Background: an optimization exercise with open tools, aiming at small area. Do not read the settings as production practice. Only simulation tests tie the RTL to the original design; equivalence was not proved.

==> flow/design.v <==
package signal_meter_pkg;
    localparam window_cycles = 16384;
endpackage
`timescale 1ns/10ps
module signal_meter_top (
    input  logic        clk,
    input  logic        rst_n,
    input  logic        measure_en,
    input  logic        sample_valid,
    input  logic [7:0]  sample_data,
    output logic [15:0] freq_out,
    output logic [15:0] amplitude_out,
    output logic [15:0] duty_out,
    output logic        freq_is_khz,
    output logic        results_updated
);
    logic [13:0] win;
    logic        tick, wzero, wfb;
    assign wzero = (win[12:0] == 13'd0);
    assign tick  = measure_en & wzero & win[13];
    assign wfb   = win[13] ^ win[11] ^ win[1] ^ win[0] ^ wzero;
    always_ff @(posedge clk or negedge rst_n) begin
        if (!rst_n)           win <= '0;
        else if (!measure_en) win <= '0;
        else                  win <= {win[12:0], wfb};
    end
    logic hi, vh, xing, prev_low;
    assign hi    = sample_data[7];
    assign vh    = sample_valid & hi;
    assign xing = vh & prev_low;
    always_ff @(posedge clk or negedge rst_n) begin
        if (!rst_n)            prev_low <= 1'b0;
        else if (!measure_en)  prev_low <= 1'b0;
        else if (sample_valid) prev_low <= ~hi;
    end
    logic [13:0] c_cnt, c_nx;
    logic [14:0] t_cnt, t_nx, h_cnt, h_nx;
    assign c_nx = c_cnt + 14'(xing);
    assign t_nx = t_cnt + 15'(sample_valid);
    assign h_nx = h_cnt + 15'(vh);
    logic       p1, drop_c;
    logic [6:0] rr_nx;
    always_ff @(posedge clk or negedge rst_n) begin
        if (!rst_n) begin
            c_cnt <= '0;
        end else begin
            if (!measure_en || tick) c_cnt[6:0] <= '0;
            else                     c_cnt[6:0] <= c_nx[6:0];
            if (tick)                             c_cnt[13:7] <= 7'd1;
            else if (p1)                          c_cnt[13:7] <= drop_c ? 7'd0 : rr_nx;
            else if (!measure_en)                 c_cnt[13:7] <= '0;
            else                                  c_cnt[13:7] <= c_nx[13:7];
        end
    end
    logic keep_hi, drop_hi;
    always_ff @(posedge clk or negedge rst_n) begin
        if (!rst_n) begin
            t_cnt <= '0; h_cnt <= '0;
        end else begin
            if (!measure_en || tick) begin
                t_cnt[6:0] <= '0; h_cnt[4:0] <= '0;
            end else begin
                t_cnt[6:0] <= t_nx[6:0]; h_cnt[4:0] <= h_nx[4:0];
            end
            if (drop_hi || (!measure_en && !keep_hi)) begin
                t_cnt[14:7] <= '0; h_cnt[14:5] <= '0;
            end else begin
                t_cnt[14:7] <= t_nx[14:7]; h_cnt[14:5] <= h_nx[14:5];
            end
        end
    end
    logic [7:0] mx, nmn, mx_nx, mn_nx, nsd;
    assign nsd   = ~sample_data;
    assign mx_nx = (sample_valid && sample_data > mx) ? sample_data : mx;
    assign mn_nx = (sample_valid && nsd > nmn) ? sample_data : ~nmn;
    always_ff @(posedge clk or negedge rst_n) begin
        if (!rst_n) begin
            mx <= 8'd0; nmn <= 8'd0;
        end else if (!measure_en || tick) begin
            mx <= 8'd0; nmn <= 8'd0;
        end else begin
            mx <= mx_nx; nmn <= ~mn_nx;
        end
    end
    logic [8:0] adiff;
    logic [7:0] amp_p;
    assign adiff = {1'b0, mx_nx} - {1'b0, mn_nx};
    always_ff @(posedge clk or negedge rst_n) begin
        if (!rst_n)           amp_p <= '0;
        else if (!measure_en) amp_p <= '0;
        else if (tick)        amp_p <= adiff[8] ? 8'd0 : adiff[7:0];
    end
    logic [5:0] st;
    assign keep_hi = (st >= 6'd1) && (st <= 6'd15);
    assign drop_hi = (st == 6'd16);
    always_ff @(posedge clk or negedge rst_n) begin
        if (!rst_n)         st <= '0;
        else if (tick)      st <= 6'd1;
        else if (st != 0)   st <= st + 1'b1;
    end
    logic [14:0] hr;
    logic [4:0]  hlo;
    logic [7:0]  ir, r2;
    logic [8:0]  rsub;
    logic [23:0] acc, acc_nx, a1;
    logic [1:0]  cy, cin;
    logic [3:0]  s2;
    logic        dv, fv, i_le1, qb, p2, ins;
    logic [13:0] z;
    logic        khz_p;
    logic [10:0] kmul;
    logic [11:0] zsum;
    logic        fmul;
    assign ir    = t_cnt[14:7];
    assign hr    = {h_cnt[14:5], hlo};
    assign i_le1 = (ir[7:1] == 7'd0);
    assign r2    = {c_cnt[13:7], 1'b0};
    assign rr_nx = rsub[8] ? r2[6:0] : rsub[6:0];
    assign drop_c = (st == 6'd16);
    assign rsub  = {1'b0, r2} - {1'b0, ir};
    assign qb    = i_le1 | ~rsub[8];
    assign p1    = (st >= 6'd1)  && (st <= 6'd16);
    assign p2    = (st >= 6'd17) && (st <= 6'd40);
    assign fmul  = (st >= 6'd41) && (st <= 6'd54);
    assign a1    = {acc[22:0], 1'b0} + (qb ? {9'd0, hr} : 24'd0);
    assign cin   = (st == 6'd17) ? {2{acc[6:2] < acc[4:0]}} : cy;
    assign s2    = {3'd0, acc[0]} - {3'd0, acc[5]} + {3'd0, acc[7]} + {{2{cin[1]}}, cin};
    assign ins   = (st >= 6'd30) & s2[0];
    assign kmul  = khz_p ? 11'd655 : 11'd10;
    assign zsum  = {1'b0, acc[12:2]} + (z[0] ? {1'b0, kmul} : 12'd0);
    always_comb begin
        acc_nx = acc;
        if (p1)        acc_nx = a1;
        else if (p2)   acc_nx = {ins, acc[23:1]};
        else if (fmul) acc_nx[12:2] = zsum[11:1];
        if (tick)      acc_nx[7:0] = '0;
    end
    always_ff @(posedge clk) begin
        if (tick) hlo <= h_nx[4:0];
        acc <= acc_nx;
        cy  <= s2[2:1];
        if (tick) begin
            z     <= c_nx;
            khz_p <= (c_nx > 14'd6553);
        end else if (fmul) begin
            z <= {zsum[0], z[13:1]};
        end
    end
    always_ff @(posedge clk or negedge rst_n) begin
        if (!rst_n) begin
            dv <= 1'b0; fv <= 1'b0;
        end else if (tick) begin
            dv <= (t_nx != 15'd0); fv <= 1'b1;
        end
    end
    logic [7:0]  amp_o;
    logic [10:0] duty_o;
    always_ff @(posedge clk or negedge rst_n) begin
        if (!rst_n) begin
            freq_out        <= '0;
            freq_is_khz     <= 1'b0;
            amp_o           <= '0;
            duty_o          <= '0;
        end else begin
            if (tick) begin
                if (fv) begin
                    freq_out    <= khz_p ? {9'd0, acc[10:4]} : {acc[3:2], z};
                    freq_is_khz <= khz_p;
                end
                amp_o       <= amp_p;
                if (dv) duty_o <= acc[23:13];
            end
        end
    end
    assign results_updated = (st == 6'd1);
    assign amplitude_out = {8'd0, amp_o};
    assign duty_out      = {5'd0, duty_o};
endmodule
==> flow/config.mk <==
export PLATFORM = sky130hd
export DESIGN_NAME = signal_meter_top
export DESIGN_NICKNAME = signal_meter_top
export VERILOG_FILES = /design/flow/design.v
export SDC_FILE = /design/flow/constraint.sdc
export NUM_CORES = 4
export LEC_CHECK = 0
export CAP_MARGIN = 20
export CORE_MARGIN = 2
export CORE_UTILIZATION = 40
export CTS_BUF_LIST = sky130_fd_sc_hd__clkbuf_8
export SLEW_MARGIN = 20
==> flow/constraint.sdc <==
create_clock -name core_clock -period 10.0 [get_ports {clk}]
set_input_delay 2.0000 -clock core_clock [delete_from_list [all_inputs] [get_ports {clk}]]
set_output_delay 2.0000 -clock core_clock [all_outputs]
set_load 0.01 [all_outputs]
standard.sh (not shown) runs the stock make flow with config.mk's settings and CLKGATE_MAP_FILE= SYNTH_SCRIPT=/design/flow/synth_recipe.tcl, a recipe that flattens the netlist after the stock synthesis.
==> flow/flow/run.sh <==
#!/bin/bash
# Own layout flow: the standard synthesis, then its combinational gates are
# re-mapped for area with Yosys/ABC (registers untouched: same instances, names
# and cells), proven equivalent, then the standard layout steps with the
# port buffers made of the smallest plain buffer cell.
# Each tool's output goes to a log_*.txt file in the work folder.
set -euo pipefail
W=$(pwd)
R=$W/orfs/results/$FLOW_PLATFORM/signal_meter_top/base
YOSYS=$FLOW_HOME/../tools/install/yosys/bin/yosys
[ -x "$YOSYS" ] || YOSYS=yosys
LIB=$FLOW_HOME/platforms/$FLOW_PLATFORM/lib/sky130_fd_sc_hd__tt_025C_1v80.lib
DU=$(sed 's/^/-dont_use /' $W/flow/dont_use.txt | tr '\n' ' ')

# ports get the smallest plain buffer instead of a delay cell
export BUFFER_PORTS_ARGS="-buffer_cell sky130_fd_sc_hd__buf_1"

bash standard.sh synth > $W/log_synth.txt 2>&1
cp $R/1_2_yosys.v $W/std_1_2_yosys.v

subst() {
  sed -e "s#@LIB@#$LIB#g" -e "s#@IN@#$W/std_1_2_yosys.v#g" -e "s#@OUT@#$W/reopt.v#g" \
      -e "s#@WORK@#$W#g" -e "s#@DU@#$DU#g" "$1" > "$2"
}
subst $W/flow/reopt.ys $W/reopt_run.ys
subst $W/flow/eqcheck.ys $W/eqcheck_run.ys

use_reopt=0
if $YOSYS -q -l $W/log_reopt.txt $W/reopt_run.ys > /dev/null 2>&1; then
  # the registers must be exactly the standard synthesis's
  regs() { grep -E '^\s*sky130_fd_sc_hd__(df|edf|sdf|sedf|dl)' "$1" | awk '{print $1, $2}' | sort; }
  if [ "$(regs $W/std_1_2_yosys.v)" == "$(regs $W/reopt.v)" ] && ! grep -qE '^\s*\\\$' $W/reopt.v; then
    if $YOSYS -q -l $W/log_eqcheck.txt $W/eqcheck_run.ys > /dev/null 2>&1; then
      use_reopt=1
    fi
  fi
fi
echo "use_reopt=$use_reopt" | tee $W/log_choice.txt

if [ $use_reopt = 1 ]; then
  cp $W/reopt.v $R/1_2_yosys.v
  rm -f $R/1_synth.odb $R/1_synth.sdc
fi
bash standard.sh > $W/log_layout.txt 2>&1
Other scripts of this flow, unchanged in this note and not shown: flow/flow/area.abc, flow/flow/dont_use.txt, flow/flow/eqcheck.ys, flow/flow/reopt.ys
Next try:
--- a/flow/design.v
+++ b/flow/design.v
@@ -37,21 +37,12 @@
     logic [14:0] t_cnt, t_nx, h_cnt, h_nx;
     assign c_nx = c_cnt + 14'(xing);
     assign t_nx = t_cnt + 15'(sample_valid);
     assign h_nx = h_cnt + 15'(vh);
-    logic       p1, drop_c;
-    logic [6:0] rr_nx;
     always_ff @(posedge clk or negedge rst_n) begin
-        if (!rst_n) begin
-            c_cnt <= '0;
-        end else begin
-            if (!measure_en || tick) c_cnt[6:0] <= '0;
-            else                     c_cnt[6:0] <= c_nx[6:0];
-            if (tick)                             c_cnt[13:7] <= 7'd1;
-            else if (p1)                          c_cnt[13:7] <= drop_c ? 7'd0 : rr_nx;
-            else if (!measure_en)                 c_cnt[13:7] <= '0;
-            else                                  c_cnt[13:7] <= c_nx[13:7];
-        end
+        if (!rst_n)                  c_cnt <= '0;
+        else if (!measure_en || tick) c_cnt <= '0;
+        else                         c_cnt <= c_nx;
     end
     logic keep_hi, drop_hi;
     always_ff @(posedge clk or negedge rst_n) begin
         if (!rst_n) begin
@@ -100,24 +91,23 @@
     end
     logic [14:0] hr;
     logic [4:0]  hlo;
     logic [7:0]  ir, r2;
+    logic [6:0]  rr;
     logic [8:0]  rsub;
     logic [23:0] acc, acc_nx, a1;
     logic [1:0]  cy, cin;
     logic [3:0]  s2;
-    logic        dv, fv, i_le1, qb, p2, ins;
+    logic        dv, i_le1, qb, p1, p2, ins;
     logic [13:0] z;
     logic        khz_p;
     logic [10:0] kmul;
     logic [11:0] zsum;
     logic        fmul;
     assign ir    = t_cnt[14:7];
     assign hr    = {h_cnt[14:5], hlo};
     assign i_le1 = (ir[7:1] == 7'd0);
-    assign r2    = {c_cnt[13:7], 1'b0};
-    assign rr_nx = rsub[8] ? r2[6:0] : rsub[6:0];
-    assign drop_c = (st == 6'd16);
+    assign r2    = {rr, 1'b0};
     assign rsub  = {1'b0, r2} - {1'b0, ir};
     assign qb    = i_le1 | ~rsub[8];
     assign p1    = (st >= 6'd1)  && (st <= 6'd16);
     assign p2    = (st >= 6'd17) && (st <= 6'd40);
@@ -135,24 +125,35 @@
         else if (fmul) acc_nx[12:2] = zsum[11:1];
         if (tick)      acc_nx[7:0] = '0;
     end
     always_ff @(posedge clk) begin
-        if (tick) hlo <= h_nx[4:0];
-        acc <= acc_nx;
-        cy  <= s2[2:1];
         if (tick) begin
+            hlo <= h_nx[4:0];
+            rr  <= 7'd1;
+        end else if (p1) begin
+            rr  <= rsub[8] ? r2[6:0] : rsub[6:0];
+        end
+        acc[23:4] <= acc_nx[23:4];
+        acc[1:0]  <= acc_nx[1:0];
+        cy <= s2[2:1];
+    end
+    always_ff @(posedge clk or negedge rst_n) begin
+        if (!rst_n) acc[3:2] <= '0;
+        else        acc[3:2] <= acc_nx[3:2];
+    end
+    always_ff @(posedge clk or negedge rst_n) begin
+        if (!rst_n) begin
+            z <= '0; khz_p <= 1'b0;
+        end else if (tick) begin
             z     <= c_nx;
             khz_p <= (c_nx > 14'd6553);
         end else if (fmul) begin
             z <= {zsum[0], z[13:1]};
         end
     end
     always_ff @(posedge clk or negedge rst_n) begin
-        if (!rst_n) begin
-            dv <= 1'b0; fv <= 1'b0;
-        end else if (tick) begin
-            dv <= (t_nx != 15'd0); fv <= 1'b1;
-        end
+        if (!rst_n)    dv <= 1'b0;
+        else if (tick) dv <= (t_nx != 15'd0);
     end
     logic [7:0]  amp_o;
     logic [10:0] duty_o;
     always_ff @(posedge clk or negedge rst_n) begin
@@ -162,12 +163,10 @@
             amp_o           <= '0;
             duty_o          <= '0;
         end else begin
             if (tick) begin
-                if (fv) begin
-                    freq_out    <= khz_p ? {9'd0, acc[10:4]} : {acc[3:2], z};
-                    freq_is_khz <= khz_p;
-                end
+                freq_out    <= khz_p ? {9'd0, acc[10:4]} : {acc[3:2], z};
+                freq_is_khz <= khz_p;
                 amp_o       <= amp_p;
                 if (dv) duty_o <= acc[23:13];
             end
         end
=> Worst hold slack hardly moves; core utilization fell by 0.23 points; die area rose slightly; critical path depth rose by 14; via count rose slightly.

port drivers added, routing unchanged:
How much do the figures lean on ideal ports? The routed layouts below were timed once more, with nothing changed but the port constraints. Step 1 sets driving cells, clkbuf_16 on the clock port and buf_2 on the other inputs (assumed; they add their load-dependent delay and slew). Step 2 moves the port delays by t, midway between the first and last clock arrival at a register: inputs arrive t later, outputs are due t later. That takes back most of the time a late clock gives input paths. Slacks: no drivers / after step 1 / after step 2; pairs: no drivers / after step 1.
run	t, ns	setup WS [ns]	cell pins on the clock port's net
the first run	0.502	3.711 / 3.711 / 3.335	1
the second run	0.501	2.196 / 2.196 / 2.196	1
After both steps every run listed still meets setup and hold. The setup slack of the first run, which loses most, moves by 0.000 ns with the drivers and by -0.376 ns with both steps.
